Context: an optimization exercise on an open-source flow, tuned for small area. The choices shown serve that exercise and are no tape-out recipe.
Where RTL was checked, it was by simulation tests only, not by an equivalence proof against the original.
The RTL of runs 1 and 5 was laid out without a check of its function.
Power is estimated from default activity; no workload was simulated.

===== flow/design.v =====
module rgb_led_array_pwm #(
  parameter int P_LED_NUM = 4,
  parameter int P_DUTY_W  = 8,
  parameter int P_CE_DIV  = 4,
  parameter int P_CE_W    = 2,
  parameter int P_SPD_W   = 10,
  parameter int P_PHASE   = 192
) (
  input  logic                 I_CLK_100MHZ,
  input  logic                 I_RST,
  input  logic [1:0]           I_MODE,
  input  logic [P_SPD_W-1:0]   I_SPEED,
  input  logic [P_DUTY_W-1:0]  I_BRIGHTNESS,
  input  logic                 I_INVERTED,
  input  logic [P_DUTY_W-1:0]  I_FIX_R,
  input  logic [P_DUTY_W-1:0]  I_FIX_G,
  input  logic [P_DUTY_W-1:0]  I_FIX_B,
  output logic [P_LED_NUM-1:0] O_LED_R,
  output logic [P_LED_NUM-1:0] O_LED_G,
  output logic [P_LED_NUM-1:0] O_LED_B,
  output logic                 O_FRAME,
  output logic [3:0]           O_STATUS
);
  function automatic logic gt8(input logic [7:0] a, input logic [7:0] b);
    gt8 = 1'b0;
    for (int i = 0; i < 8; i++) gt8 = (a[i] & ~b[i]) | (~(a[i] ^ b[i]) & gt8);
  endfunction
  function automatic logic gt6(input logic [5:0] a, input logic [5:0] b);
    gt6 = 1'b0;
    for (int i = 0; i < 6; i++) gt6 = (a[i] & ~b[i]) | (~(a[i] ^ b[i]) & gt6);
  endfunction
  function automatic logic [7:0] inc8(input logic [7:0] a);
    logic c;
    c = 1'b1;
    for (int i = 0; i < 8; i++) begin inc8[i] = a[i] ^ c; c = a[i] & c; end
  endfunction
  logic [1:0]  ce_cnt_r;
  logic [7:0]  pwm_cnt_r;
  logic [7:0]  pwm_inc_s;
  logic        frame_r;
  logic        ce_s, ce0_s, pre_s, frame_s, pwm_last_s;
  assign ce_s       = (ce_cnt_r == 2'd3);
  assign ce0_s      = (ce_cnt_r == 2'd0);
  assign pwm_last_s = (pwm_cnt_r == 8'd254);
  assign frame_s    = ce_s && pwm_last_s;
  assign pre_s      = (ce_cnt_r == 2'd2) && pwm_last_s;
  assign pwm_inc_s  = inc8(pwm_cnt_r);
  always_ff @(posedge I_CLK_100MHZ or posedge I_RST) begin
    if (I_RST) ce_cnt_r <= 2'd0;
    else       ce_cnt_r <= {ce_cnt_r[1] ^ ce_cnt_r[0], ~ce_cnt_r[0]};
  end
  always_ff @(posedge I_CLK_100MHZ or posedge I_RST) begin
    if (I_RST)        pwm_cnt_r <= 8'd0;
    else if (frame_s) pwm_cnt_r <= 8'd0;
    else if (ce_s)    pwm_cnt_r <= pwm_inc_s;
  end
  always_ff @(posedge I_CLK_100MHZ or posedge I_RST) begin
    if (I_RST) frame_r <= 1'b0;
    else       frame_r <= frame_s;
  end
  logic [9:0]  step_cnt_r;
  logic [9:0]  step_inc_s;
  logic        step_cy_s, step_ge_s;
  logic        spd_nz_s, step_s;
  logic [9:0]  hue_r;
  logic [1:0]  mode_r;
  logic        mode_enter_s;
  always_comb begin
    logic c, ge;
    c = 1'b1;
    for (int i = 0; i < 10; i++) begin
      step_inc_s[i] = step_cnt_r[i] ^ c;
      c = step_cnt_r[i] & c;
    end
    step_cy_s = c;
    ge = 1'b1;
    for (int i = 0; i < 10; i++)
      ge = (step_inc_s[i] & ~I_SPEED[i]) | (~(step_inc_s[i] ^ I_SPEED[i]) & ge);
    step_ge_s = step_cy_s | ge;
  end
  assign spd_nz_s     = (I_SPEED != 10'd0);
  assign step_s       = ce_s && spd_nz_s && step_ge_s;
  assign mode_enter_s = frame_s && (I_MODE != mode_r) && I_MODE[1];
  always_ff @(posedge I_CLK_100MHZ or posedge I_RST) begin
    if (I_RST)                 step_cnt_r <= 10'd0;
    else if (step_s)           step_cnt_r <= 10'd0;
    else if (ce_s && spd_nz_s) step_cnt_r <= step_inc_s;
  end
  logic [9:0] hue_nxt_s;
  always_comb begin
    logic t;
    t = 1'b1;
    for (int i = 0; i < 10; i++) begin
      hue_nxt_s[i] = hue_r[i] ^ t;
      t = t & (hue_r[i] ^ I_INVERTED);
    end
    if (!I_INVERTED && hue_r == 10'd767) hue_nxt_s = 10'd0;
    if ( I_INVERTED && hue_r == 10'd0)   hue_nxt_s = 10'd767;
  end
  always_ff @(posedge I_CLK_100MHZ or posedge I_RST) begin
    if (I_RST)       hue_r <= 10'd0;
    else if (step_s) hue_r <= hue_nxt_s;
  end
  always_ff @(posedge I_CLK_100MHZ or posedge I_RST) begin
    if (I_RST)        mode_r <= 2'd0;
    else if (frame_s) mode_r <= I_MODE;
  end
  logic blink_r;
  always_ff @(posedge I_CLK_100MHZ or posedge I_RST) begin
    if (I_RST)             blink_r <= 1'b0;
    else if (mode_enter_s) blink_r <= 1'b0;
    else if (step_s)       blink_r <= ~blink_r;
  end
  logic [7:0] level_r;
  logic [7:0] level_nxt_s;
  logic       dir_down_r;
  logic       lvl_step_r, lvl_clr_r;
  always_ff @(posedge I_CLK_100MHZ or posedge I_RST) begin
    if (I_RST) begin
      lvl_step_r <= 1'b0;
      lvl_clr_r  <= 1'b0;
    end else begin
      lvl_step_r <= step_s;
      lvl_clr_r  <= mode_enter_s;
    end
  end
  always_comb begin
    logic t;
    t = 1'b1;
    for (int i = 0; i < 8; i++) begin
      level_nxt_s[i] = level_r[i] ^ t;
      t = t & (level_r[i] ^ dir_down_r);
    end
  end
  always_ff @(posedge I_CLK_100MHZ or posedge I_RST) begin
    if (I_RST) begin
      level_r    <= 8'd0;
      dir_down_r <= 1'b0;
    end else if (lvl_clr_r) begin
      level_r    <= 8'd0;
      dir_down_r <= 1'b0;
    end else if (lvl_step_r) begin
      if (!dir_down_r && level_r == 8'd255) begin
        dir_down_r <= 1'b1;
        level_r    <= 8'd254;
      end else if (dir_down_r && level_r == 8'd0) begin
        dir_down_r <= 1'b0;
        level_r    <= 8'd1;
      end else begin
        level_r    <= level_nxt_s;
      end
    end
  end
  logic [7:0]  col_r_r, col_g_r, col_b_r;
  logic        wheel_r, breath_r;
  logic [7:0]  kb_r;
  logic [7:0]  kb_in_s;
  logic [7:0]  mul_in_s;
  logic [7:0]  mul_s;
  assign kb_in_s  = ((mode_r == 2'd3) && !blink_r) ? 8'd0 : I_BRIGHTNESS;
  assign mul_in_s = pre_s ? I_FIX_R : (frame_s ? col_g_r : col_b_r);
  always_comb begin
    logic [15:0] acc;
    logic [7:0]  pp;
    logic        c, a;
    acc = {8'd0, mul_in_s};
    for (int j = 0; j < 8; j++) begin
      pp = level_r[j] ? mul_in_s : 8'd0;
      c = 1'b0;
      for (int i = 0; i < 8; i++) begin
        a = acc[i+j];
        acc[i+j] = a ^ pp[i] ^ c;
        c = (a & pp[i]) | (a & c) | (pp[i] & c);
      end
      acc[j+8] = c;
    end
    mul_s = acc[15:8];
  end
  always_ff @(posedge I_CLK_100MHZ) begin
    if (pre_s) begin
      wheel_r  <= (mode_r == 2'd0);
      breath_r <= (mode_r == 2'd2);
      col_r_r  <= (mode_r == 2'd0) ? hue_r[7:0] :
                  (mode_r == 2'd2) ? mul_s : I_FIX_R;
      col_g_r  <= (mode_r == 2'd0) ? {I_FIX_G[7:2], hue_r[9:8]} : I_FIX_G;
      col_b_r  <= I_FIX_B;
    end else begin
      if (frame_s && breath_r) col_g_r <= mul_s;
      if (frame_r && breath_r) col_b_r <= mul_s;
    end
  end
  always_ff @(posedge I_CLK_100MHZ or posedge I_RST) begin
    if (I_RST)      kb_r <= 8'd0;
    else if (pre_s) kb_r <= kb_in_s;
  end
  logic [7:0] q_r;
  logic [7:0] rem_r;
  logic [7:0] dvs_s;        
  logic [7:0] rin_s;
  logic [3:0] tq_s, tr_s;   
  logic [7:0] r1_s, r2_s;
  logic       b1_s, b2_s;
  logic       sat_s;
  always_comb begin
    case (kb_in_s)
      8'd0:  begin tq_s = 4'd15; tr_s = 4'd0; end
      8'd1:  begin tq_s = 4'd7;  tr_s = 4'd1; end
      8'd2:  begin tq_s = 4'd5;  tr_s = 4'd0; end
      8'd3:  begin tq_s = 4'd3;  tr_s = 4'd3; end
      8'd4:  begin tq_s = 4'd3;  tr_s = 4'd0; end
      8'd5:  begin tq_s = 4'd2;  tr_s = 4'd3; end
      8'd6:  begin tq_s = 4'd2;  tr_s = 4'd1; end
      8'd7:  begin tq_s = 4'd1;  tr_s = 4'd7; end
      8'd8:  begin tq_s = 4'd1;  tr_s = 4'd6; end
      8'd9:  begin tq_s = 4'd1;  tr_s = 4'd5; end
      8'd10: begin tq_s = 4'd1;  tr_s = 4'd4; end
      8'd11: begin tq_s = 4'd1;  tr_s = 4'd3; end
      8'd12: begin tq_s = 4'd1;  tr_s = 4'd2; end
      8'd13: begin tq_s = 4'd1;  tr_s = 4'd1; end
      8'd14: begin tq_s = 4'd1;  tr_s = 4'd0; end
      default: begin tq_s = 4'd0; tr_s = 4'd15; end
    endcase
  end
  assign sat_s = &q_r;
  assign dvs_s = pre_s ? kb_in_s : kb_r;
  assign rin_s = pre_s ? {4'd0, tr_s} :
                 ce0_s ? (sat_s ? kb_r : pwm_inc_s) :
                 rem_r;
  function automatic logic [8:0] dstep(input logic [7:0] r, input logic [7:0] d);
    logic [8:0] t, nd, s;
    logic       c;
    t  = {r, 1'b1};
    nd = {1'b1, ~d};
    c  = 1'b0;
    for (int i = 0; i < 9; i++) begin
      s[i] = t[i] ^ nd[i] ^ c;
      c    = (t[i] & nd[i]) | (t[i] & c) | (nd[i] & c);
    end
    dstep = c ? {1'b1, s[7:0]} : {1'b0, t[7:0]};
  endfunction
  assign {b1_s, r1_s} = dstep(rin_s, dvs_s);
  assign {b2_s, r2_s} = dstep(r1_s, dvs_s);
  always_ff @(posedge I_CLK_100MHZ) begin
    rem_r <= r2_s;
  end
  always_ff @(posedge I_CLK_100MHZ or posedge I_RST) begin
    if (I_RST)      q_r <= 8'hFF;
    else if (pre_s) q_r <= {q_r[5:4], tq_s, b1_s, b2_s};
    else            q_r <= {q_r[5:0], b1_s, b2_s};
  end
  logic [7:0] cb_s;
  logic       on_r_s, on_g_s, on_b_s;
  logic [9:0] hue_p_s;
  logic       lo_up_s, lo_dn_s;
  logic [P_LED_NUM-1:0] wr_s, wg_s, wb_s;
  logic [P_LED_NUM-1:0] led_r_r, led_g_r, led_b_r;
  assign cb_s    = (frame_r && breath_r) ? mul_s : col_b_r;
  assign on_r_s  = gt8(col_r_r, q_r);
  assign on_g_s  = gt8(col_g_r, q_r);
  assign on_b_s  = gt8(cb_s, q_r);
  assign hue_p_s = {col_g_r[1:0], col_r_r};
  assign lo_up_s = gt6(hue_p_s[5:0], q_r[5:0]);
  assign lo_dn_s = gt6(~hue_p_s[5:0], q_r[5:0]);
  logic [3:0] up_a_s, dn_a_s;
  for (genvar ga = 0; ga < 4; ga++) begin : g_a
    assign up_a_s[ga] = (2'(ga) > q_r[7:6]) || ((2'(ga) == q_r[7:6]) && lo_up_s);
    assign dn_a_s[ga] = (2'(3 - ga) > q_r[7:6]) || ((2'(3 - ga) == q_r[7:6]) && lo_dn_s);
  end
  for (genvar gi = 0; gi < P_LED_NUM; gi++) begin : g_led
    logic [3:0] t_s;      
    logic [1:0] a_s;
    logic       up_s, dn_s;
    always_comb begin
      case (hue_p_s[9:6])
        4'd0:  t_s = 4'((0  + 3 * gi) % 12);
        4'd1:  t_s = 4'((1  + 3 * gi) % 12);
        4'd2:  t_s = 4'((2  + 3 * gi) % 12);
        4'd3:  t_s = 4'((3  + 3 * gi) % 12);
        4'd4:  t_s = 4'((4  + 3 * gi) % 12);
        4'd5:  t_s = 4'((5  + 3 * gi) % 12);
        4'd6:  t_s = 4'((6  + 3 * gi) % 12);
        4'd7:  t_s = 4'((7  + 3 * gi) % 12);
        4'd8:  t_s = 4'((8  + 3 * gi) % 12);
        4'd9:  t_s = 4'((9  + 3 * gi) % 12);
        4'd10: t_s = 4'((10 + 3 * gi) % 12);
        default: t_s = 4'((11 + 3 * gi) % 12);
      endcase
    end
    assign a_s  = hue_p_s[7:6] - 2'(gi);
    assign up_s = up_a_s[a_s];
    assign dn_s = dn_a_s[a_s];
    assign wr_s[gi] = ((t_s[3:2] == 2'd0) && dn_s) || ((t_s[3:2] == 2'd2) && up_s);
    assign wg_s[gi] = ((t_s[3:2] == 2'd0) && up_s) || ((t_s[3:2] == 2'd1) && dn_s);
    assign wb_s[gi] = ((t_s[3:2] == 2'd1) && up_s) || ((t_s[3:2] == 2'd2) && dn_s);
    always_ff @(posedge I_CLK_100MHZ or posedge I_RST) begin
      if (I_RST) begin
        led_r_r[gi] <= 1'b0;
        led_g_r[gi] <= 1'b0;
        led_b_r[gi] <= 1'b0;
      end else if (ce0_s) begin
        led_r_r[gi] <= wheel_r ? wr_s[gi] : on_r_s;
        led_g_r[gi] <= wheel_r ? wg_s[gi] : on_g_s;
        led_b_r[gi] <= wheel_r ? wb_s[gi] : on_b_s;
      end
    end
  end
  assign O_LED_R  = led_r_r;
  assign O_LED_G  = led_g_r;
  assign O_LED_B  = led_b_r;
  assign O_FRAME  = frame_r;
  assign O_STATUS = {mode_r, I_INVERTED, I_RST};
endmodule

===== flow/run.sh =====
#!/bin/bash
# synth_recipe.tcl (not shown) runs the flow's synth.tcl, then flattens the netlist and writes it again
# the make line also repeats each setting of config.mk as NAME=value (left out here)
make -C /OpenROAD-flow-scripts/flow DESIGN_CONFIG=/design/flow/config.mk WORK_HOME=/design/flow/orfs CLKGATE_MAP_FILE= SYNTH_SCRIPT=/design/flow/synth_recipe.tcl finish

===== flow/config.mk =====
export PLATFORM = sky130hd
export DESIGN_NAME = rgb_led_array_pwm
export DESIGN_NICKNAME = rgb_led_array_pwm
export VERILOG_FILES = /design/flow/design.v
export SDC_FILE = /design/flow/constraint.sdc
export NUM_CORES = 4
export LEC_CHECK = 0
export CAP_MARGIN = 20
export CORE_MARGIN = 2
export CORE_UTILIZATION = 45
export PLACE_DENSITY = 0.6
export SLEW_MARGIN = 20

===== flow/constraint.sdc =====
create_clock -name core_clock -period 13.0 [get_ports {I_CLK_100MHZ}]
set_input_delay 2.6000 -clock core_clock [delete_from_list [all_inputs] [get_ports {I_CLK_100MHZ}]]
set_output_delay 2.6000 -clock core_clock [all_outputs]
set_load 0.01 [all_outputs]

==> results of run 1 <==
-- layout make-up --
type                    instances  area, um2  area share (%)
flip-flops and latches        107       2700            26.0
multi-input cells             721       5980            57.5
repair buffers                 85        798            7.68
well taps                     265        332            3.19
clock buffers                  10        250            2.41
clock inverters                 6       67.6           0.650
inverters                      72        272            2.61
-- worst max-delay path by stage --
stage | slack [ns] | to | depth (start not counted)
after global routing | 0.01 | led_b_r[2]$_DFFE_PP0N_ | 30
after CTS | 0.02 | led_b_r[2]$_DFFE_PP0N_ | 30
after detailed placement | -0.76 | led_b_r[2]$_DFFE_PP0N_ | 30
after global placement | -0.70 | led_b_r[2]$_DFFE_PP0N_ | 30
after floorplan | 0.009 | led_b_r[2]$_DFFE_PP0N_ | 29
final | 0.28 | led_b_r[2]$_DFFE_PP0N_ | 30
-- cell usage after synthesis, types with 6 or more instances --
cell type and number:
o311ai_0 7, or3_1 6, dfxtp_1 16, xor2_1 11
o21ai_1 8, o21ai_0 47, fa_1 62, inv_1 69
a21oi_1 32, nand2b_1 6, maj3_1 6, a22o_1 18
edfxtp_1 18, mux2_2 24, nor3_1 20, ha_1 64
nor2_1 61, dfrtp_1 65, and3_1 10, nor3b_1 7
o21a_1 9, clkbuf_1 34, dfstp_2 8, and2_1 53
nor2b_1 10, mux2i_1 30, nor4_1 7, o211ai_1 6
nand3_1 14, nand2_1 95, xnor2_1 7
-- worst register-to-register path: cells and delay by family (launching register included) --
| family | cells | cell delay, ns |
|---|---|---|
| AOI/OAI and AO/OA | 3 | 0.75 |
| adders and majority gates | 21 | 8.31 |
| buffers and inverters | 3 | 0.22 |
| DFF | 1 | 0.39 |
| muxes | 3 | 1.06 |
| and+or+nand+nor | 4 | 1.15 |
-- cell families after synthesis --
| logic type | after synthesis | share of synthesized area, % |
|---|---|---|
| compound gates | 198 | 15.4 |
| buf+inv | 116 | 5.09 |
| mux | 54 | 6.34 |
| flops | 107 | 30.0 |
| xor+xnor | 18 | 1.75 |
| simple gates | 319 | 18.1 |
| fa+ha+maj | 132 | 23.4 |
-- per-stage QoR --
stage / instance area (um2) / instances / hold WS (ns)
2_1_floorplan: 9020 / 944 / 0.365
3_3_place_gp: 9960 / 1249 / 0.380
3_5_place_dp: 9960 / 1249 / 0.384
4_1_cts: 10400 / 1265 / 0.393
5_1_grt: 10400 / 1266 / 0.403
6_report: 10400 / 1266 / 0.397
-- state kept, by name, summed over array words and instances (netlist names), 2 cells and up --
name,count
level_r,8
col_r_r,8
step_cnt_r,10
q_r,8
led_b_r,4
mode_r,2
col_g_r,8
ce_cnt_r,2
kb_r,8
rem_r,8
pwm_cnt_r,8
led_r_r,4
col_b_r,8
hue_r,10
led_g_r,4
-- layer usage --
metal	global-route usage [%]	part of all wire, %	vias up
met4	4.07	1.3	0
met5	0	0	-
met1	32.6	49	3394
met2	34.2	46	137
li1	-	-	3416
met3	3.13	3.7	20
-- power groups by stage --
stage	clock network, mW	registers (mW)	logic (mW)
after floorplan	0	0.359	0.0532
after global placement	0	0.364	0.0815
after detailed placement	0	0.364	0.0829
after CTS	0.304	0.357	0.0841
after global routing	0.315	0.358	0.0941
final	0.298	0.357	0.0830
-- what timing repair did --
action | in CTS | in global routing
gates cloned | 0 | 0
pin swaps | 20 | 38
setup endpoints to repair | 4 | 4
hold buffers | 0 | 0
resized for setup | 30 | 15
setup buffers | 0 | 1
==> flow_summary.json, run 1 <==
{
  "status": "timing/DRC/antenna clean",
  "hold_depth": 0,
  "finalNetCount": 1169,
  "relSlewSlack_pct": 45.3,
  "tightest_slew_ns": 0.821,
  "place_hpwl_mm": 17.3,
  "ir_drop_mv": 0.0677,
  "synth_top_area_share_pct": 18.1,
  "clk_latency_ns": 0.36,
  "p_int_uw": 554,
  "ff2ff_setup_slack_ns": 1.02,
  "cts_buffers": 9,
  "clk_path_buf_depth": 2,
  "drtAntennaViolNets": 0,
  "pwr-share-comb_pct": 11.3,
  "worst_slack_ns": 0.275,
  "wl_per_cell_um": 17.7,
  "grt_pass1_wl_mm": 37.0,
  "insertedDiodeCount": 0,
  "wl_mm": 22.5,
  "vias": 6967,
  "via_per_inst": 5.50,
  "grt_overflow_total": 0,
  "drtIter0Drc": 518,
  "grt_use_total_pct": 21.8,
  "tns_ns": 0,
  "p_total_uw": 738,
  "layout_min_cycle_time_ns": 12.72,
  "syn-num-nets": 1117,
  "cpMostUsedCell": "fa_2",
  "fp.coreArea_um2": 19500,
  "cp_slowest_cell": "fa_2",
  "skew_ns": 0.0116,
  "synth-seq-cells": 107,
  "cts_tree": "yes",
  "critical_path_buf_inv_count": 3,
  "die_area_um2": 21100,
  "cts_root_buffer": "clkbuf_16",
  "p_per_area_nw_per_um2": 71.0,
  "critPathRequiredTime_ns": 13.24,
  "die_h_um": 145,
  "yosysSeqAreaShare_pct": 30.0,
  "grt_pass1_vias": 6808,
  "min-delay-start": "q_r[5]$_DFF_PP1_",
  "floorplan.initialDensity_pct": 46.1,
  "final_common_cell": "nand2_1",
  "p_sw_uw": 184,
  "cap_violations": 0,
  "crit_path_max_incr_delay_ns": 0.60,
  "crit_type": "primary input to flip-flop",
  "final_util_pct": 53.2,
  "synth_area_um2": 9000,
  "die_x_um": 145,
  "num_rows": 51,
  "most-common-layout-cells": "95 x nand2_1, 65 x dfrtp_1, 64 x ha_1",
  "io_pins": 64,
  "switching_share_pct": 25.0,
  "synth-edff-count": 18,
  "synth_top_area_cell": "dfrtp_1",
  "post-place-ws_ns": -0.761,
  "whs_endpoint": "q_r[7]$_DFF_PP1_",
  "r2r-end": "led_b_r[2]$_DFFE_PP0N_",
  "critPathArrivalTime_ns": 12.97,
  "h-tree-depth": 3,
  "yosys_warnings": 1,
  "reg2reg_depth": 34,
  "area_delta_synth_final_pct": 15.5,
  "setup_violations": 0,
  "cp_top_family": "adder cells",
  "leakagePower_nw": 4.71,
  "portBuffers": 63,
  "drive_gt1_share_pct": 13.6,
  "crit_path_end_kind": "flip-flop",
  "maxSlewViolCount": 0,
  "synthFlopType": "dfrtp_1",
  "synthDistinctLibCells": 80,
  "route.detailed.drc": 0,
  "clkPwrFrac_pct": 40.4,
  "layout_worst_path_cycle_share_pct": 97.9,
  "hold_path_class": "flip-flop to flip-flop",
  "place.gp.congestion": 0.827,
  "synthArstFlopShare_pct": 68.2,
  "synth.avg_cell_area_um2": 9.53,
  "grt_max_degree": 60,
  "rr_startpoint": "pwm_cnt_r[0]$_DFFE_PP0P_",
  "cp-startpoint": "I_FIX_R[1]",
  "numClockSinks": 107,
  "startpoint_type": "primary input",
  "first_pass_iters": 5,
  "syn_inst": 944,
  "cp_max_fo": 4,
  "path_clk_slew_ns": 0.08,
  "hold_viol": 0,
  "sequentialPowerShare_pct": 48.4,
  "synth_area_leaders": "dfrtp_1 18%, fa_1 14%, ha_1 8.9%",
  "antenna_found_initial": 0,
  "max_clock_freq_mhz": 78.6,
  "n_fill_cell": 1841,
  "rsz0062_at_grt": "no"
}
==> run 2, diff against run 1 <==
--- a/flow/design.v
+++ b/flow/design.v
@@ -221,7 +221,7 @@
       default: begin tq_s = 4'd0; tr_s = 4'd15; end
     endcase
   end
-  assign sat_s = &q_r;
+  assign sat_s = ~gt8(kb_r, pwm_cnt_r);
   assign dvs_s = pre_s ? kb_in_s : kb_r;
   assign rin_s = pre_s ? {4'd0, tr_s} :
                  ce0_s ? (sat_s ? kb_r : pwm_inc_s) :
==> flow_summary.json, run 2 <==
{
  "pwr-share-comb_pct": 10.8,
  "synthTopCellsByCount": "127 x nand2_1, 72 x inv_1, 71 x ha_1",
  "p_int_uw": 559,
  "route.detailed.drc": 0,
  "final_common_cell": "nand2_1",
  "ir_drop_mv": 0.0570,
  "floorplan.initialDensity_pct": 45.9,
  "crit_path_max_incr_delay_ns": 0.59,
  "wl_per_cell_um": 16.5,
  "grt_pass1_wl_mm": 35.2,
  "synth_top_area_cell": "dfrtp_1",
  "synthArstFlopShare_pct": 68.2,
  "grt_use_total_pct": 21.5,
  "top_layer_used": "met4",
  "path_clk_slew_ns": 0.07,
  "hold_path_class": "flip-flop to flip-flop",
  "tightest_slew_ns": 0.973,
  "yosysMostFrequentCell": "nand2_1",
  "clk_path_buf_depth": 2,
  "synth_top_area_share_pct": 18.2,
  "first_pass_iters": 6,
  "hold_viol": 0,
  "grt_overflow_total": 0,
  "critPathRequiredTime_ns": 13.24,
  "drtIter0Drc": 299,
  "grt_max_degree": 74,
  "wl_met2_mm": 10.3,
  "cap_violations": 0,
  "synth_area_um2": 8930,
  "leakagePower_nw": 4.97,
  "layout_worst_path_cycle_share_pct": 96.9,
  "final_util_pct": 53.5,
  "reg2reg_depth": 37,
  "synthDistinctLibCells": 75,
  "startpoint_type": "primary input",
  "area_delta_synth_final_pct": 16.5,
  "cts_root_buffer": "clkbuf_16",
  "synth.avg_cell_area_um2": 9.42,
  "rsz0062_at_grt": "no",
  "yosys_warnings": 1,
  "synthFlopType": "dfrtp_1",
  "portBuffers": 63,
  "die_h_um": 145,
  "synth-edff-count": 18,
  "grt_pass1_vias": 6869,
  "place.gp.congestion": 0.808,
  "post-cts-setup-buffer-count": 0,
  "syn-num-nets": 1128,
  "vias": 6856,
  "met3_length_um": 658,
  "tns_ns": 0,
  "fp.coreArea_um2": 19500,
  "syn_inst": 948,
  "top_regs": "hue_r: 10 flops, step_cnt_r: 10 flops",
  "crit_path_end_kind": "flip-flop",
  "layout_min_cycle_time_ns": 12.60,
  "most-common-layout-cells": "126 x nand2_1, 71 x inv_1, 71 x ha_1",
  "io_pins": 64,
  "critPathArrivalTime_ns": 12.85,
  "hold_depth": 0,
  "p_per_area_nw_per_um2": 71.5,
  "place_hpwl_mm": 15.9,
  "cts_tree": "yes",
  "cp_max_fo": 9,
  "finalNetCount": 1185,
  "die_area_um2": 21000,
  "cts_buffers": 9,
  "antenna_found_initial": 0,
  "insertedDiodeCount": 0,
  "status": "timing/DRC/antenna clean",
  "hold_buffers": 0,
  "numClockSinks": 107,
  "maxSlewViolCount": 0,
  "drtAntennaViolNets": 0,
  "cp_slowest_cell": "fa_2",
  "wl_mm": 21.0,
  "max_clock_freq_mhz": 79.4,
  "relSlewSlack_pct": 35.1,
  "num_rows": 51,
  "sequentialPowerShare_pct": 47.9,
  "switching_share_pct": 24.8,
  "layout.cells.non_filler": 1275,
  "clk_latency_ns": 0.36,
  "wl_met1_mm": 9.87,
  "synth-seq-cells": 107,
  "crit_type": "primary input to flip-flop",
  "skew_ns": 0.0112,
  "dpl.cell_count": 1259,
  "p_sw_uw": 184,
  "clkPwrFrac_pct": 41.4,
  "synth_area_leaders": "dfrtp_1 18%, fa_1 14%, ha_1 9.9%",
  "cpMostUsedCell": "fa_2",
  "h-tree-depth": 3,
  "drive_gt1_share_pct": 14.1,
  "via_per_inst": 5.38,
  "setup_violations": 0,
  "yosysSeqAreaShare_pct": 30.2,
  "die_x_um": 145
}
-- run 2: cell types whose count changed in the layout (fill, tap and decap cells not counted), moves of 8 or more --
| cell | change |
|---|---|
| nand3_1 | +14 |
| a31oi_1 | +9 |
| nor2_1 | -14 |
| a22o_1 | -15 |
| nand2_1 | +31 |
| inv_1 | +8 |
-- run 2: area by class of cell --
type                       count  area [um2]
clock buffer                   9         225
clock inverter                 7         100
fill                        1813        9060
inverter                      73         274
multi-input combinational    724        5920
sequential                   107        2700
tap                          265         332
timing repair buffer          90         853
-- run 2: metal layers --
metal	vias to the layer above	global-route usage (%)
li1	3394	-
met1	3332	29.1
met2	115	36.9
met3	15	3.22
met4	0	4.04
met5	-	0
-- run 2: logic make-up after synthesis --
kind of cell,Yosys count,share of synthesized area (%)
simple gates,325,17.8
compound gates,188,14.1
fa+ha+maj,142,24.9
buf+inv,117,5.03
flops,107,30.2
mux,51,6.23
xor+xnor,18,1.77
-- run 2: worst max-delay path: cells and delay by family --
family / cells / cell delay, ns
adder cells (fa/ha/maj): 20 / 8.58
AO/OA/AOI/OAI: 6 / 0.83
buffers and inverters: 2 / 0.30
multiplexers: 1 / 0.29
AND/OR/NAND/NOR: 2 / 0.23
-- run 2: metrics by stage --
stage          hold WS [ns]  instance area [um2]  power (mW)  setup WS, ns
6_report              0.369                10400       0.744         0.398
5_1_grt               0.376                10400       0.777         0.121
4_1_cts               0.370                10400       0.751       0.00537
3_5_place_dp          0.358                 9940       0.441        -0.994
3_3_place_gp          0.358                 9940       0.441        -0.873
2_1_floorplan         0.354                 8930       0.407        0.0485
-- run 2: worst paths after layout --
kind	from	to	slack, ns
max reg2reg	pwm_cnt_r[0]$_DFFE_PP0P_	led_b_r[0]$_DFFE_PP0N_	1.12
min in group asynchronous	I_RST	kb_r[7]$_DFF_PP0_	2.89
min	q_r[4]$_DFF_PP1_	q_r[6]$_DFF_PP1_	0.37
max	I_FIX_R[1]	led_b_r[0]$_DFFE_PP0N_	0.40
max in group asynchronous	I_RST	led_g_r[1]$_DFFE_PP0N_	9.49
min reg2reg	q_r[4]$_DFF_PP1_	q_r[6]$_DFF_PP1_	0.37
-- run 2: power by group through the flow --
| stage | registers (mW) | clock network (mW) | logic (mW) |
|---|---|---|---|
| 2_1_floorplan | 0.359 | 0 | 0.0485 |
| 3_3_place_gp | 0.363 | 0 | 0.0779 |
| 3_5_place_dp | 0.363 | 0 | 0.0785 |
| 4_1_cts | 0.356 | 0.315 | 0.0801 |
| 5_1_grt | 0.358 | 0.327 | 0.0919 |
| 6_report | 0.356 | 0.308 | 0.0799 |
-- run 2: repair_timing --
item                       in CTS  in global routing
hold endpoints to repair        0                  0
setup endpoints to repair       5                  4
gates resized for setup        39                 12
pin swaps                       3                 10
==> run 3, diff against run 2 <==
--- a/flow/design.v
+++ b/flow/design.v
@@ -154,27 +154,32 @@
   logic [7:0]  col_r_r, col_g_r, col_b_r;
   logic        wheel_r, breath_r;
   logic [7:0]  kb_r;
+  logic [7:0]  dvs_s;        
   logic [7:0]  kb_in_s;
   logic [7:0]  mul_in_s;
   logic [7:0]  mul_s;
   assign kb_in_s  = ((mode_r == 2'd3) && !blink_r) ? 8'd0 : I_BRIGHTNESS;
   assign mul_in_s = pre_s ? I_FIX_R : (frame_s ? col_g_r : col_b_r);
   always_comb begin
-    logic [15:0] acc;
-    logic [7:0]  pp;
-    logic        c, a;
-    acc = {8'd0, mul_in_s};
+    logic [16:0] sv, cv, cn;
+    logic [15:0] pp;
+    logic        c;
+    sv = {9'd0, mul_in_s};
+    cv = 17'd0;
     for (int j = 0; j < 8; j++) begin
-      pp = level_r[j] ? mul_in_s : 8'd0;
-      c = 1'b0;
-      for (int i = 0; i < 8; i++) begin
-        a = acc[i+j];
-        acc[i+j] = a ^ pp[i] ^ c;
-        c = (a & pp[i]) | (a & c) | (pp[i] & c);
+      pp = level_r[j] ? (16'(mul_in_s) << j) : 16'd0;
+      cn = 17'd0;
+      for (int k = 0; k < 16; k++) begin
+        cn[k+1] = (sv[k] & cv[k]) | (sv[k] & pp[k]) | (cv[k] & pp[k]);
+        sv[k]   = sv[k] ^ cv[k] ^ pp[k];
       end
-      acc[j+8] = c;
+      cv = cn;
+    end
+    c = 1'b0;
+    for (int k = 0; k < 16; k++) begin
+      if (k >= 8) mul_s[k-8] = sv[k] ^ cv[k] ^ c;
+      c = (sv[k] & cv[k]) | (sv[k] & c) | (cv[k] & c);
     end
-    mul_s = acc[15:8];
   end
   always_ff @(posedge I_CLK_100MHZ) begin
     if (pre_s) begin
@@ -182,20 +187,18 @@
       breath_r <= (mode_r == 2'd2);
       col_r_r  <= (mode_r == 2'd0) ? hue_r[7:0] :
                   (mode_r == 2'd2) ? mul_s : I_FIX_R;
-      col_g_r  <= (mode_r == 2'd0) ? {I_FIX_G[7:2], hue_r[9:8]} : I_FIX_G;
+      col_g_r  <= (mode_r == 2'd0) ? {hue_r[9:8], ~hue_r[5:0]} : I_FIX_G;
       col_b_r  <= I_FIX_B;
     end else begin
       if (frame_s && breath_r) col_g_r <= mul_s;
       if (frame_r && breath_r) col_b_r <= mul_s;
     end
   end
-  always_ff @(posedge I_CLK_100MHZ or posedge I_RST) begin
-    if (I_RST)      kb_r <= 8'd0;
-    else if (pre_s) kb_r <= kb_in_s;
+  always_ff @(posedge I_CLK_100MHZ) begin
+    kb_r <= dvs_s;
   end
   logic [7:0] q_r;
   logic [7:0] rem_r;
-  logic [7:0] dvs_s;        
   logic [7:0] rin_s;
   logic [3:0] tq_s, tr_s;   
   logic [7:0] r1_s, r2_s;
@@ -221,7 +224,7 @@
       default: begin tq_s = 4'd0; tr_s = 4'd15; end
     endcase
   end
-  assign sat_s = ~gt8(kb_r, pwm_cnt_r);
+  assign sat_s = &q_r;
   assign dvs_s = pre_s ? kb_in_s : kb_r;
   assign rin_s = pre_s ? {4'd0, tr_s} :
                  ce0_s ? (sat_s ? kb_r : pwm_inc_s) :
@@ -255,43 +258,35 @@
   logic [P_LED_NUM-1:0] wr_s, wg_s, wb_s;
   logic [P_LED_NUM-1:0] led_r_r, led_g_r, led_b_r;
   assign cb_s    = (frame_r && breath_r) ? mul_s : col_b_r;
-  assign on_r_s  = gt8(col_r_r, q_r);
-  assign on_g_s  = gt8(col_g_r, q_r);
+  assign lo_up_s = gt6(col_r_r[5:0], q_r[5:0]);
+  assign lo_dn_s = gt6(col_g_r[5:0], q_r[5:0]);
+  assign on_r_s  = (col_r_r[7:6] > q_r[7:6]) || ((col_r_r[7:6] == q_r[7:6]) && lo_up_s);
+  assign on_g_s  = (col_g_r[7:6] > q_r[7:6]) || ((col_g_r[7:6] == q_r[7:6]) && lo_dn_s);
   assign on_b_s  = gt8(cb_s, q_r);
-  assign hue_p_s = {col_g_r[1:0], col_r_r};
-  assign lo_up_s = gt6(hue_p_s[5:0], q_r[5:0]);
-  assign lo_dn_s = gt6(~hue_p_s[5:0], q_r[5:0]);
-  logic [3:0] up_a_s, dn_a_s;
+  assign hue_p_s = {col_g_r[7:6], col_r_r};
+  logic [11:0] z_s, z1_s, y_s;
   for (genvar ga = 0; ga < 4; ga++) begin : g_a
-    assign up_a_s[ga] = (2'(ga) > q_r[7:6]) || ((2'(ga) == q_r[7:6]) && lo_up_s);
-    assign dn_a_s[ga] = (2'(3 - ga) > q_r[7:6]) || ((2'(3 - ga) == q_r[7:6]) && lo_dn_s);
+    assign z_s[ga]     = (2'(3 - ga) > q_r[7:6]) || ((2'(3 - ga) == q_r[7:6]) && lo_dn_s);
+    assign z_s[ga + 4] = 1'b0;
+    assign z_s[ga + 8] = (2'(ga) > q_r[7:6]) || ((2'(ga) == q_r[7:6]) && lo_up_s);
+  end
+  always_comb begin
+    case (hue_p_s[7:6])
+      2'd0: z1_s = z_s;
+      2'd1: z1_s = {z_s[0], z_s[11:1]};
+      2'd2: z1_s = {z_s[1:0], z_s[11:2]};
+      default: z1_s = {z_s[2:0], z_s[11:3]};
+    endcase
+    case (hue_p_s[9:8])
+      2'd0: y_s = z1_s;
+      2'd1: y_s = {z1_s[3:0], z1_s[11:4]};
+      default: y_s = {z1_s[7:0], z1_s[11:8]};
+    endcase
   end
   for (genvar gi = 0; gi < P_LED_NUM; gi++) begin : g_led
-    logic [3:0] t_s;      
-    logic [1:0] a_s;
-    logic       up_s, dn_s;
-    always_comb begin
-      case (hue_p_s[9:6])
-        4'd0:  t_s = 4'((0  + 3 * gi) % 12);
-        4'd1:  t_s = 4'((1  + 3 * gi) % 12);
-        4'd2:  t_s = 4'((2  + 3 * gi) % 12);
-        4'd3:  t_s = 4'((3  + 3 * gi) % 12);
-        4'd4:  t_s = 4'((4  + 3 * gi) % 12);
-        4'd5:  t_s = 4'((5  + 3 * gi) % 12);
-        4'd6:  t_s = 4'((6  + 3 * gi) % 12);
-        4'd7:  t_s = 4'((7  + 3 * gi) % 12);
-        4'd8:  t_s = 4'((8  + 3 * gi) % 12);
-        4'd9:  t_s = 4'((9  + 3 * gi) % 12);
-        4'd10: t_s = 4'((10 + 3 * gi) % 12);
-        default: t_s = 4'((11 + 3 * gi) % 12);
-      endcase
-    end
-    assign a_s  = hue_p_s[7:6] - 2'(gi);
-    assign up_s = up_a_s[a_s];
-    assign dn_s = dn_a_s[a_s];
-    assign wr_s[gi] = ((t_s[3:2] == 2'd0) && dn_s) || ((t_s[3:2] == 2'd2) && up_s);
-    assign wg_s[gi] = ((t_s[3:2] == 2'd0) && up_s) || ((t_s[3:2] == 2'd1) && dn_s);
-    assign wb_s[gi] = ((t_s[3:2] == 2'd1) && up_s) || ((t_s[3:2] == 2'd2) && dn_s);
+    assign wr_s[gi] = y_s[(3 * gi) % 12];
+    assign wg_s[gi] = y_s[(3 * gi + 8) % 12];
+    assign wb_s[gi] = y_s[(3 * gi + 4) % 12];
     always_ff @(posedge I_CLK_100MHZ or posedge I_RST) begin
       if (I_RST) begin
         led_r_r[gi] <= 1'b0;
==> flow/flow/run.sh (new file) <==
#!/bin/bash
# The standard layout (standard.sh) with these changes:
#  - synthesis maps the logic with the area-oriented ABC script in
#    flow/abc_area.script (a copy of ORFS's scripts folder with that one file
#    replaced; everything before and after ABC, registers included, is the
#    standard synthesis)
#  - ports are buffered with the plain sky130_fd_sc_hd__buf_1 cell
#  - clock tree synthesis with clkbuf_8 buffers and no dummy loads
set -euo pipefail
rm -rf scripts_local
cp -r "$FLOW_HOME/scripts" scripts_local
cp flow/abc_area.script scripts_local/abc_area.script
SCRIPTS_DIR="$PWD/scripts_local" ABC_AREA=1 bash standard.sh synth > synth_run.log 2>&1
rm -rf scripts_local
export BUFFER_PORTS_ARGS="-buffer_cell sky130_fd_sc_hd__buf_1"
export CTS_ARGS="-sink_clustering_enable -repair_clock_nets -dont_use_dummy_load -buf_list sky130_fd_sc_hd__clkbuf_8 -root_buf sky130_fd_sc_hd__clkbuf_8"
bash standard.sh > layout_run.log 2>&1
==> flow/flow/abc_area.script (new file) <==
strash
dc2
dch -f
amap
strash
dch -f
amap
topo
==> flow/standard.sh (new file) <==
#!/bin/bash
# synth_recipe.tcl (not shown) runs the flow's synth.tcl, then flattens the netlist and writes it again
# the make line also repeats each setting of config.mk as NAME=value (left out here)
make -C /OpenROAD-flow-scripts/flow DESIGN_CONFIG=/design/flow/config.mk WORK_HOME=/design/flow/orfs CLKGATE_MAP_FILE= SYNTH_SCRIPT=/design/flow/synth_recipe.tcl "${@:-finish}"
--- a/flow/config.mk
+++ b/flow/config.mk
@@ -5,6 +5,7 @@
 export SDC_FILE = /design/flow/constraint.sdc
 export NUM_CORES = 4
 export LEC_CHECK = 0
+export ABC_AREA = 1
 export CAP_MARGIN = 20
 export CORE_MARGIN = 2
 export CORE_UTILIZATION = 45
removed: flow/run.sh
==> flow_summary.json, run 3 <==
{
  "synth_area_leaders": "dfrtp_1 18%, fa_1 14%, ha_1 9.6%",
  "synthArstFlopShare_pct": 60.7,
  "wl_per_cell_um": 17.1,
  "via_per_inst": 5.71,
  "final_util_pct": 50.6,
  "hold_viol": 0,
  "cts_tree": "yes",
  "skew_ns": 0.0313,
  "maxSlewViolCount": 0,
  "synthDistinctLibCells": 43,
  "clk_path_buf_depth": 2,
  "critPathRequiredTime_ns": 13.27,
  "synth-edff-count": 18,
  "syn-num-nets": 1066,
  "layout.cells.non_filler": 1212,
  "synth_top_area_share_pct": 17.7,
  "first_pass_iters": 5,
  "synthFlopType": "dfrtp_1",
  "place_hpwl_mm": 16.2,
  "cts_root_buffer": "clkbuf_8",
  "top_regs": "hue_r: 10 flops, step_cnt_r: 10 flops",
  "yosys_warnings": 1,
  "numClockSinks": 107,
  "cp_slowest_cell": "fa_1",
  "h-tree-depth": 3,
  "portBuffers": 63,
  "synth_area_um2": 8080,
  "synthTopCellsByCount": "134 x clkinv_1, 109 x nor2_1, 96 x nand2_1",
  "grt_max_degree": 66,
  "max_clock_freq_mhz": 94.3,
  "synth.avg_cell_area_um2": 8.95,
  "dpl.cell_count": 1202,
  "clk_latency_ns": 0.39,
  "yosysSeqAreaShare_pct": 32.9,
  "die_area_um2": 19000,
  "post_cts_resized": 0,
  "syn_inst": 902,
  "num_rows": 48,
  "floorplan.initialDensity_pct": 46.4,
  "fp.coreArea_um2": 17400,
  "io_pins": 64,
  "layout_worst_path_cycle_share_pct": 81.6,
  "critPathArrivalTime_ns": 10.87,
  "cap_violations": 0,
  "most-common-layout-cells": "133 x clkinv_1, 109 x nor2_1, 96 x nand2_1",
  "hold_path_class": "flip-flop to flip-flop",
  "p_per_area_nw_per_um2": 70.8,
  "p_total_uw": 624,
  "antenna_found_initial": 2,
  "place_area_um2": 8690,
  "path_clk_slew_ns": 0.11,
  "relSlewSlack_pct": 41.6,
  "grt_pass1_vias": 6686,
  "status": "timing/DRC/antenna clean",
  "cp_max_fo": 6,
  "die_h_um": 138,
  "startpoint_type": "primary input",
  "rsz0062_at_grt": "no",
  "die_x_um": 138,
  "drive_gt1_share_pct": 3.35,
  "drtIter0Drc": 502,
  "layout_min_cycle_time_ns": 10.60,
  "yosysMostFrequentCell": "clkinv_1",
  "ir_drop_mv": 0.0496,
  "crit_type": "primary input to flip-flop",
  "layout.cell_area.non_filler_um2": 8810,
  "grt_use_total_pct": 23.4,
  "leakagePower_nw": 3.39,
  "cts_buffers": 9,
  "post-cts-setup-buffer-count": 0,
  "finalNetCount": 1152,
  "cp_top_family": "adder cells",
  "synth_top_area_cell": "dfrtp_1",
  "grt_pass1_wl_mm": 34.6,
  "hold_buffers": 0,
  "crit_path_end_kind": "flip-flop",
  "area_delta_synth_final_pct": 9.12,
  "tns_ns": 0,
  "setup_violations": 0,
  "place.gp.congestion": 0.881,
  "drtAntennaViolNets": 0,
  "tightest_slew_ns": 0.866,
  "crit_path_max_incr_delay_ns": 0.55,
  "final_common_cell": "clkinv_1",
  "critical_path_buf_inv_count": 4,
  "cpMostUsedCell": "fa_1",
  "vias": 6916,
  "synth-seq-cells": 107,
  "grt_overflow_total": 0,
  "route.detailed.drc": 0,
  "wl_mm": 20.7
}
-- run 3: cell types whose count changed after synthesis, moves of 31 or more --
cell      delta
nor2_1      +61
inv_1       -72
clkbuf_1    -34
clkinv_1   +133
nand2_1     -31
and2_1      -53
o22ai_1     +41
-- run 3: metrics by stage --
stage	hold WS, ns	setup WS (ns)
after floorplan	0.363	1.47
after global placement	0.368	2.00
after detailed placement	0.369	2.03
after CTS	0.404	2.42
after global routing	0.409	1.75
final	0.402	2.40
-- run 3: kinds of logic (layout without fill, tap and decap cells) --
group | after synthesis | count (layout) | share of synthesized area (%)
xor+xnor | 1 | 1 | 0.108
buf+inv | 136 | 220 | 6.41
compound gates | 274 | 274 | 23.2
fa+ha+maj | 117 | 117 | 23.2
simple gates | 267 | 267 | 14.1
flops | 107 | 107 | 32.9
other cells | 0 | 1 | 0
-- run 3: report_power, final --
part	switching (mW)	leakage, nW	internal (mW)
Combinational	0.0537	2.15	0.0423
Clock	0.108	0.0647	0.0626
Sequential	0.00867	1.17	0.348
Total	0.171	3.39	0.453
-- run 3: per-layer routing --
layer / GRT usage (%) / wire [um] / vias to the layer above
met3: 4.02 / 1420 / 18
met2: 34.7 / 8760 / 213
met4: 5.22 / 223 / 0
met5: 0 / 0 / -
li1: - / - / 3399
met1: 35.6 / 10300 / 3286
-- run 3: worst paths after layout --
kind	endpoint	cells past startpoint	startpoint	slack [ns]
max	led_b_r[0]$_DFFE_PP0N_	28	I_FIX_R[6]	2.40
min	q_r[7]$_DFF_PP1_	0	q_r[5]$_DFF_PP1_	0.40
max reg2reg	led_b_r[0]$_DFFE_PP0N_	34	ce_cnt_r[1]$_DFF_PP0_	2.67
min reg2reg	q_r[7]$_DFF_PP1_	0	q_r[5]$_DFF_PP1_	0.40
max in group asynchronous	hue_r[0]$_DFFE_PP0P_	3	I_RST	9.99
min in group asynchronous	level_r[3]$_DFFE_PP0P_	3	I_RST	2.44
-- run 3: final cells by class --
| cell class | count | area [um2] |
|---|---|---|
| clock buffers | 9 | 124 |
| inverters | 134 | 503 |
| repair buffers | 77 | 342 |
| flip-flops and latches | 107 | 2660 |
| fillers | 1714 | 8600 |
| well taps | 225 | 282 |
| diodes | 1 | 2.50 |
| multi-input cells | 659 | 4900 |
==> run 4, diff against run 3 <==
==> flow/flow/abc_area.script (replaced) <==
strash
&get -n
&deepsyn -T 20 -S 7
&put
dch -f
amap
topo
==> flow_summary.json, run 4 <==
{
  "status": "timing/DRC/antenna clean",
  "wl_per_cell_um": 17.0,
  "route.detailed.drc": 0,
  "final_common_cell": "nor2_1",
  "synth_area_leaders": "dfrtp_1 19%, fa_1 14%, ha_1 10%",
  "cts_tree": "yes",
  "grt_use_met3_pct": 3.02,
  "most-common-layout-cells": "129 x nor2_1, 119 x clkinv_1, 83 x nand2_1",
  "max_clock_freq_mhz": 91.9,
  "cpMostUsedCell": "fa_1",
  "top_regs": "hue_r: 10 flops, step_cnt_r: 10 flops",
  "yosysMostFrequentCell": "nor2_1",
  "post_cts_resized": 0,
  "synth-edff-count": 18,
  "cap_violations": 0,
  "critPathArrivalTime_ns": 11.18,
  "startpoint_type": "primary input",
  "rsz0062_at_grt": "no",
  "numClockSinks": 107,
  "synth_top_area_cell": "dfrtp_1",
  "vias": 6344,
  "insertedDiodeCount": 0,
  "clk_latency_ns": 0.39,
  "grt-busiest-layer": "met2",
  "syn_inst": 829,
  "cp_top_family": "adder cells",
  "num_rows": 47,
  "p_per_area_nw_per_um2": 71.4,
  "grt_use_total_pct": 22.4,
  "relSlewSlack_pct": 16.3,
  "hold_buffers": 0,
  "tns_ns": 0,
  "layout_worst_path_cycle_share_pct": 83.7,
  "crit_path_end_kind": "flip-flop",
  "die_h_um": 134,
  "area_delta_synth_final_pct": 8.55,
  "yosys_warnings": 1,
  "pwr-share-comb_pct": 11.9,
  "path_clk_slew_ns": 0.11,
  "post-place-ws_ns": 1.76,
  "hold_viol": 0,
  "synth.avg_cell_area_um2": 9.20,
  "dpl.cell_count": 1113,
  "switching_share_pct": 25.4,
  "grt_pass1_wl_mm": 31.5,
  "synthFlopType": "dfrtp_1",
  "first_pass_iters": 6,
  "antenna_found_initial": 0,
  "yosysSeqAreaShare_pct": 34.9,
  "io_pins": 64,
  "synth_top_area_share_pct": 18.7,
  "ff2ff_setup_slack_ns": 2.57,
  "crit_path_max_incr_delay_ns": 0.60,
  "die_x_um": 134,
  "p_int_uw": 441,
  "sequentialPowerShare_pct": 59.8,
  "post-cts-setup-buffer-count": 0,
  "die_area_um2": 18000,
  "grt_max_degree": 66,
  "maxSlewViolCount": 0,
  "p_sw_uw": 150,
  "hold_path_class": "flip-flop to flip-flop",
  "crit_end": "rem_r[5]$_DFF_P_",
  "via_per_inst": 5.65,
  "critical_path_buf_inv_count": 6,
  "synthArstFlopShare_pct": 60.7,
  "grt_pass1_vias": 6197,
  "cp_max_fo": 10,
  "synth_area_um2": 7620,
  "worst_slack_ns": 2.12,
  "rr_startpoint": "pwm_cnt_r[0]$_DFFE_PP0P_",
  "use_met1_pct": 32.4,
  "setup_violations": 0,
  "drtIter0Drc": 477,
  "finalNetCount": 1068,
  "cp-startpoint": "I_BRIGHTNESS[5]",
  "layout.cells.non_filler": 1122,
  "grtUsageMet2_pct": 35.2,
  "syn-num-nets": 993,
  "fp.coreArea_um2": 16600,
  "synthDistinctLibCells": 48,
  "cts_buffers": 9,
  "cp_num_cells": 31,
  "r2r-end": "rem_r[5]$_DFF_P_",
  "grt_overflow_total": 0,
  "layout_min_cycle_time_ns": 10.88,
  "drtAntennaViolNets": 0,
  "skew_ns": 0.0291,
  "ir_drop_mv": 0.0483,
  "place_hpwl_mm": 15.1,
  "h-tree-depth": 3,
  "critPathRequiredTime_ns": 13.29,
  "cts_root_buffer": "clkbuf_8",
  "synthTopCellsByCount": "129 x nor2_1, 120 x clkinv_1, 83 x nand2_1",
  "reg2reg_depth": 34,
  "cp_slowest_cell": "or4_1",
  "tightest_slew_ns": 1.24,
  "place.gp.congestion": 0.871,
  "wl_mm": 19.1,
  "synth-seq-cells": 107,
  "leakagePower_nw": 3.19,
  "portBuffers": 63,
  "crit_type": "primary input to flip-flop",
  "clkPwrFrac_pct": 28.3,
  "floorplan.initialDensity_pct": 46.0,
  "clk_path_buf_depth": 2,
  "drive_gt1_share_pct": 2.44
}
==> run 4: power groups by stage <==
| stage | clock, mW | combinational [mW] | sequential, mW |
|---|---|---|---|
| 6_report | 0.167 | 0.0701 | 0.353 |
| 5_1_grt | 0.190 | 0.0829 | 0.354 |
| 4_1_cts | 0.174 | 0.0716 | 0.353 |
| 3_5_place_dp | 0 | 0.0717 | 0.360 |
| 3_3_place_gp | 0 | 0.0701 | 0.360 |
| 2_1_floorplan | 0 | 0.0512 | 0.358 |
==> run 4: cells by family (layout without fill, tap and decap cells) <==
family / after synthesis / after routing / synth area share [%]
fa+ha+maj: 117 / 117 / 24.6
simple gates: 253 / 253 / 13.4
compound gates: 230 / 230 / 21.0
buf+inv: 122 / 195 / 6.10
flops: 107 / 107 / 34.9
==> run 4: metal layers <==
metal / up-vias / share of wire (%)
met1: 3028 / 48
li1: 3091 / -
met3: 26 / 5.4
met2: 199 / 45
met5: - / 0
met4: 0 / 1.8
==> run 4: worst min-delay path by stage <==
stage	to	slack, ns	startpoint	cells after the start
after floorplan	q_r[7]$_DFF_PP1_	0.36	q_r[5]$_DFF_PP1_	0
after global placement	q_r[7]$_DFF_PP1_	0.37	q_r[5]$_DFF_PP1_	0
after detailed placement	q_r[7]$_DFF_PP1_	0.38	q_r[5]$_DFF_PP1_	0
after CTS	q_r[7]$_DFF_PP1_	0.39	q_r[5]$_DFF_PP1_	0
after global routing	q_r[7]$_DFF_PP1_	0.39	q_r[5]$_DFF_PP1_	0
final	q_r[7]$_DFF_PP1_	0.40	q_r[5]$_DFF_PP1_	0
==> run 4: metrics by stage <==
step / area, um2 / hold slack, ns / power [mW] / util [%]
after floorplan: 7620 / 0.363 / 0.409 / -
after global placement: 8150 / 0.369 / 0.430 / 49.2
after detailed placement: 8150 / 0.375 / 0.431 / 49.2
after CTS: 8280 / 0.392 / 0.599 / 49.9
after global routing: 8280 / 0.392 / 0.627 / 49.9
final: 8280 / 0.400 / 0.591 / 49.9
==> run 4: final cells by class <==
class,instances,area [um2]
flip-flops and latches,107,2660
fillers,1625,8310
multi-input cells,600,4510
inverters,120,450
well taps,220,275
repair buffers,66,259
clock buffers,9,124
==> run 5, diff against run 4 <==
--- a/flow/design.v
+++ b/flow/design.v
@@ -21,13 +21,16 @@
   output logic                 O_FRAME,
   output logic [3:0]           O_STATUS
 );
+  function automatic logic gtc(input logic a, input logic b, input logic g);
+    gtc = (a & ~b) | ((a | ~b) & g);
+  endfunction
   function automatic logic gt8(input logic [7:0] a, input logic [7:0] b);
     gt8 = 1'b0;
-    for (int i = 0; i < 8; i++) gt8 = (a[i] & ~b[i]) | (~(a[i] ^ b[i]) & gt8);
+    for (int i = 0; i < 8; i++) gt8 = gtc(a[i], b[i], gt8);
   endfunction
   function automatic logic gt6(input logic [5:0] a, input logic [5:0] b);
     gt6 = 1'b0;
-    for (int i = 0; i < 6; i++) gt6 = (a[i] & ~b[i]) | (~(a[i] ^ b[i]) & gt6);
+    for (int i = 0; i < 6; i++) gt6 = gtc(a[i], b[i], gt6);
   endfunction
   function automatic logic [7:0] inc8(input logic [7:0] a);
     logic c;
@@ -74,8 +77,7 @@
     end
     step_cy_s = c;
     ge = 1'b1;
-    for (int i = 0; i < 10; i++)
-      ge = (step_inc_s[i] & ~I_SPEED[i]) | (~(step_inc_s[i] ^ I_SPEED[i]) & ge);
+    for (int i = 0; i < 10; i++) ge = gtc(step_inc_s[i], I_SPEED[i], ge);
     step_ge_s = step_cy_s | ge;
   end
   assign spd_nz_s     = (I_SPEED != 10'd0);
@@ -246,10 +248,14 @@
   always_ff @(posedge I_CLK_100MHZ) begin
     rem_r <= r2_s;
   end
+  always_ff @(posedge I_CLK_100MHZ) begin
+    if (pre_s) q_r <= {q_r[5:4], tq_s, b1_s, b2_s};
+    else       q_r <= {q_r[5:0], b1_s, b2_s};
+  end
+  logic valid_r;
   always_ff @(posedge I_CLK_100MHZ or posedge I_RST) begin
-    if (I_RST)      q_r <= 8'hFF;
-    else if (pre_s) q_r <= {q_r[5:4], tq_s, b1_s, b2_s};
-    else            q_r <= {q_r[5:0], b1_s, b2_s};
+    if (I_RST)        valid_r <= 1'b0;
+    else if (frame_s) valid_r <= 1'b1;
   end
   logic [7:0] cb_s;
   logic       on_r_s, on_g_s, on_b_s;
@@ -260,15 +266,17 @@
   assign cb_s    = (frame_r && breath_r) ? mul_s : col_b_r;
   assign lo_up_s = gt6(col_r_r[5:0], q_r[5:0]);
   assign lo_dn_s = gt6(col_g_r[5:0], q_r[5:0]);
-  assign on_r_s  = (col_r_r[7:6] > q_r[7:6]) || ((col_r_r[7:6] == q_r[7:6]) && lo_up_s);
-  assign on_g_s  = (col_g_r[7:6] > q_r[7:6]) || ((col_g_r[7:6] == q_r[7:6]) && lo_dn_s);
+  assign on_r_s  = gtc(col_r_r[7], q_r[7], gtc(col_r_r[6], q_r[6], lo_up_s));
+  assign on_g_s  = gtc(col_g_r[7], q_r[7], gtc(col_g_r[6], q_r[6], lo_dn_s));
   assign on_b_s  = gt8(cb_s, q_r);
   assign hue_p_s = {col_g_r[7:6], col_r_r};
   logic [11:0] z_s, z1_s, y_s;
   for (genvar ga = 0; ga < 4; ga++) begin : g_a
-    assign z_s[ga]     = (2'(3 - ga) > q_r[7:6]) || ((2'(3 - ga) == q_r[7:6]) && lo_dn_s);
+    localparam logic [1:0] NA = 2'(3 - ga);
+    localparam logic [1:0] PA = 2'(ga);
+    assign z_s[ga]     = gtc(NA[1], q_r[7], gtc(NA[0], q_r[6], lo_dn_s));
     assign z_s[ga + 4] = 1'b0;
-    assign z_s[ga + 8] = (2'(ga) > q_r[7:6]) || ((2'(ga) == q_r[7:6]) && lo_up_s);
+    assign z_s[ga + 8] = gtc(PA[1], q_r[7], gtc(PA[0], q_r[6], lo_up_s));
   end
   always_comb begin
     case (hue_p_s[7:6])
@@ -292,7 +300,7 @@
         led_r_r[gi] <= 1'b0;
         led_g_r[gi] <= 1'b0;
         led_b_r[gi] <= 1'b0;
-      end else if (ce0_s) begin
+      end else if (ce0_s && valid_r) begin
         led_r_r[gi] <= wheel_r ? wr_s[gi] : on_r_s;
         led_g_r[gi] <= wheel_r ? wg_s[gi] : on_g_s;
         led_b_r[gi] <= wheel_r ? wb_s[gi] : on_b_s;
==> flow_summary.json, run 5 <==
{
  "status": "timing/DRC/antenna clean",
  "hold_path_class": "flip-flop to flip-flop",
  "fp.coreArea_um2": 16000,
  "tns_ns": 0,
  "skew_ns": 0.0285,
  "startpoint_type": "primary input",
  "clk_latency_ns": 0.40,
  "synth-seq-cells": 108,
  "grt_pass1_wl_mm": 31.4,
  "setup_violations": 0,
  "max_clock_freq_mhz": 97.8,
  "syn_inst": 842,
  "wl_mm": 18.9,
  "portBuffers": 63,
  "final_util_pct": 50.4,
  "route.detailed.drc": 0,
  "synth_top_area_share_pct": 19.6,
  "floorplan.initialDensity_pct": 46.4,
  "maxSlewViolCount": 0,
  "place_hpwl_mm": 14.8,
  "critPathArrivalTime_ns": 10.51,
  "reg2reg_depth": 32,
  "grt_use_total_pct": 22.5,
  "area_delta_synth_final_pct": 8.70,
  "vias": 6426,
  "most-common-layout-cells": "136 x nor2_1, 124 x clkinv_1, 73 x nand2_1",
  "yosys.area_share.simple_pct": 16.1,
  "post-cts-setup-buffer-count": 0,
  "top_regs": "hue_r: 10 flops, step_cnt_r: 10 flops",
  "yosys_warnings": 1,
  "grt_pass1_vias": 6200,
  "io_pins": 64,
  "first_pass_iters": 5,
  "crit_path_end_kind": "flip-flop",
  "yosysMostFrequentCell": "nor2_1",
  "final_common_cell": "nor2_1",
  "whs_ns": 0.417,
  "synthXorXnorAreaFrac_pct": 0,
  "hold_viol": 0,
  "via_per_inst": 5.68,
  "synth_compound_area_share_pct": 21.6,
  "num_rows": 46,
  "synthTopCellsByCount": "136 x nor2_1, 125 x clkinv_1, 73 x nand2_1",
  "synth_top_family_by_area": "compound AO/OA/AOI/OAI gates",
  "cp_slowest_cell": "a2111oi_0",
  "relSlewSlack_pct": 24.3,
  "drtAntennaViolNets": 0,
  "finalNetCount": 1052,
  "hold_buffers": 0,
  "die_x_um": 132,
  "synthDistinctLibCells": 39,
  "syn-num-nets": 976,
  "die_h_um": 132,
  "synth_area_leaders": "dfrtp_1 20%, fa_1 15%, dfxtp_1 8.6%",
  "crit_type": "primary input to flip-flop",
  "cts_root_buffer": "clkbuf_8",
  "numClockSinks": 108,
  "p_per_area_nw_per_um2": 72.1,
  "insertedDiodeCount": 0,
  "antenna_found_initial": 0,
  "synth_top_area_cell": "dfrtp_1",
  "cp_max_fo": 10,
  "die_area_um2": 17500,
  "critPathRequiredTime_ns": 13.29,
  "tightest_slew_ns": 1.12,
  "grt_max_degree": 59,
  "cap_violations": 0,
  "drtIter0Drc": 558,
  "grt_overflow_total": 0,
  "wl_per_cell_um": 16.7,
  "synthFlopType": "dfrtp_1",
  "hold_depth": 0,
  "synth_area_um2": 7420,
  "clk_path_buf_depth": 2,
  "rsz0062_at_grt": "no",
  "synth_adder_area_share_pct": 20.2,
  "layout_worst_path_cycle_share_pct": 78.6,
  "dpl.cell_count": 1123,
  "yosysSeqAreaShare_pct": 35.5,
  "drive_gt1_share_pct": 1.53,
  "cts_buffers": 9,
  "ir_drop_mv": 0.0453,
  "post_cts_resized": 0,
  "layout_min_cycle_time_ns": 10.22,
  "cts_tree": "yes",
  "h-tree-depth": 3,
  "crit_path_max_incr_delay_ns": 0.52,
  "synth-edff-count": 18,
  "leakagePower_nw": 2.83,
  "cpMostUsedCell": "fa_1",
  "layout.cell_area.non_filler_um2": 8070,
  "synthArstFlopShare_pct": 53.7,
  "path_clk_slew_ns": 0.10,
  "place.gp.congestion": 0.928,
  "place_area_um2": 7940,
  "synthMuxAreaShare_pct": 0,
  "layout.cells.non_filler": 1132,
  "synth.avg_cell_area_um2": 8.81
}
run 5: cell count changes in the layout (fill, tap and decap cells not counted), sizes merged, moves of 6 or more:
cell / change
dfxtp: +8
a22o: -12
ha: -30
dfstp: -8
nand2: -10
a21o: -10
nor2: +7
o31ai: +6
a21oi: -10
o221ai: -6
o21ai: +30
o22ai: +11
or2: +29
run 5: cell families (layout without fill, tap and decap cells):
kind of cell | after synthesis | in the layout
AND/OR/NAND/NOR | 280 | 280
flip-flops | 108 | 108
buffers and inverters | 127 | 201
AO/OA/AOI/OAI | 240 | 240
adder cells (fa/ha/maj) | 87 | 87
run 5: power breakdown:
group	switching, mW	internal, mW	total, mW
logic	0.0328	0.0181	0.0510
registers	0.00694	0.349	0.356
clock network	0.111	0.0626	0.174
run 5: cell type report:
type | instances | area, um2
fill | 1645 | 7930
multi-input combinational | 607 | 4310
sequential | 108 | 2630
inverter | 125 | 469
tap | 216 | 270
timing repair buffer | 67 | 267
clock buffer | 9 | 124
run 5: final timing paths:
| path | start | slack (ns) | to |
|---|---|---|---|
| worst max-delay path | I_BRIGHTNESS[0] | 2.78 | rem_r[0]$_SDFF_PP1_ |
| worst min-delay path | q_r[4]$_DFF_P_ | 0.42 | q_r[6]$_DFF_P_ |
| worst max register to register | ce_cnt_r[1]$_DFF_PP0_ | 3.03 | led_b_r[1]$_DFFE_PP0P_ |
| worst min register to register | q_r[4]$_DFF_P_ | 0.42 | q_r[6]$_DFF_P_ |
| max in group asynchronous | I_RST | 10.08 | led_r_r[3]$_DFFE_PP0P_ |
| min in group asynchronous | I_RST | 2.41 | step_cnt_r[2]$_DFFE_PP0P_ |
run 5: metal layers:
layer  share of wire [%]  GRT usage [%]
met4                 1.9           7.83
met2                  43           32.3
met3                 7.1           4.33
met1                  48           34.0
met5                   0              0
run 5: worst max-delay path, delay by kind of cell:
family	cells	cell delay, ns
compound gates	5	1.01
fa+ha+maj	13	4.52
buf+inv	9	1.34
simple gates	5	1.05
run 5: metrics by stage:
step / power, mW / setup WS (ns)
after floorplan: 0.396 / 3.02
after global routing: 0.611 / 2.21
after CTS: 0.589 / 2.72
after global placement: 0.415 / 2.45
final: 0.581 / 2.78
after detailed placement: 0.415 / 2.29

==> what the ideal ports hide <==
In the flow no input, the clock included, has a driving cell. The finished layouts below were timed again as built, in two steps. Step 1 (the two cells are an assumption about what drives the block):
set clk [get_ports {I_CLK_100MHZ}]
set_driving_cell -lib_cell sky130_fd_sc_hd__clkbuf_16 $clk
set_driving_cell -lib_cell sky130_fd_sc_hd__buf_2 [delete_from_list [all_inputs] $clk]
Step 2 times the ports against the registers' clock, not the clock port: input delays grow and output delays shrink by t, the midpoint of the rising clock arrivals with the driver on. Slacks: ideal ports / drivers / drivers and shift; pairs: ideal ports / drivers.
run | t, ns | slack for setup (ns) | latest minus earliest clock arrival (ns) | slew at the worst register clock pin (ns)
run 1 | 0.401 | 0.275 / 0.301 / -0.100 | 0.012 / 0.012 | 0.08 / 0.08
run 2 | 0.404 | 0.398 / 0.420 / 0.016 | 0.013 / 0.012 | 0.08 / 0.08
run 3 | 0.409 | 2.398 / 2.416 / 2.007 | 0.032 / 0.031 | 0.11 / 0.11
run 4 | 0.420 | 2.117 / 2.137 / 1.716 | 0.030 / 0.031 | 0.11 / 0.11
run 5 | 0.428 | 2.778 / 2.790 / 2.361 | 0.029 / 0.029 | 0.11 / 0.11
Met with ideal ports but missed after step 2: setup timing in run 1. The setup slack of run 5, which loses most, moves by +0.012 ns with the drivers and by -0.417 ns with both steps.
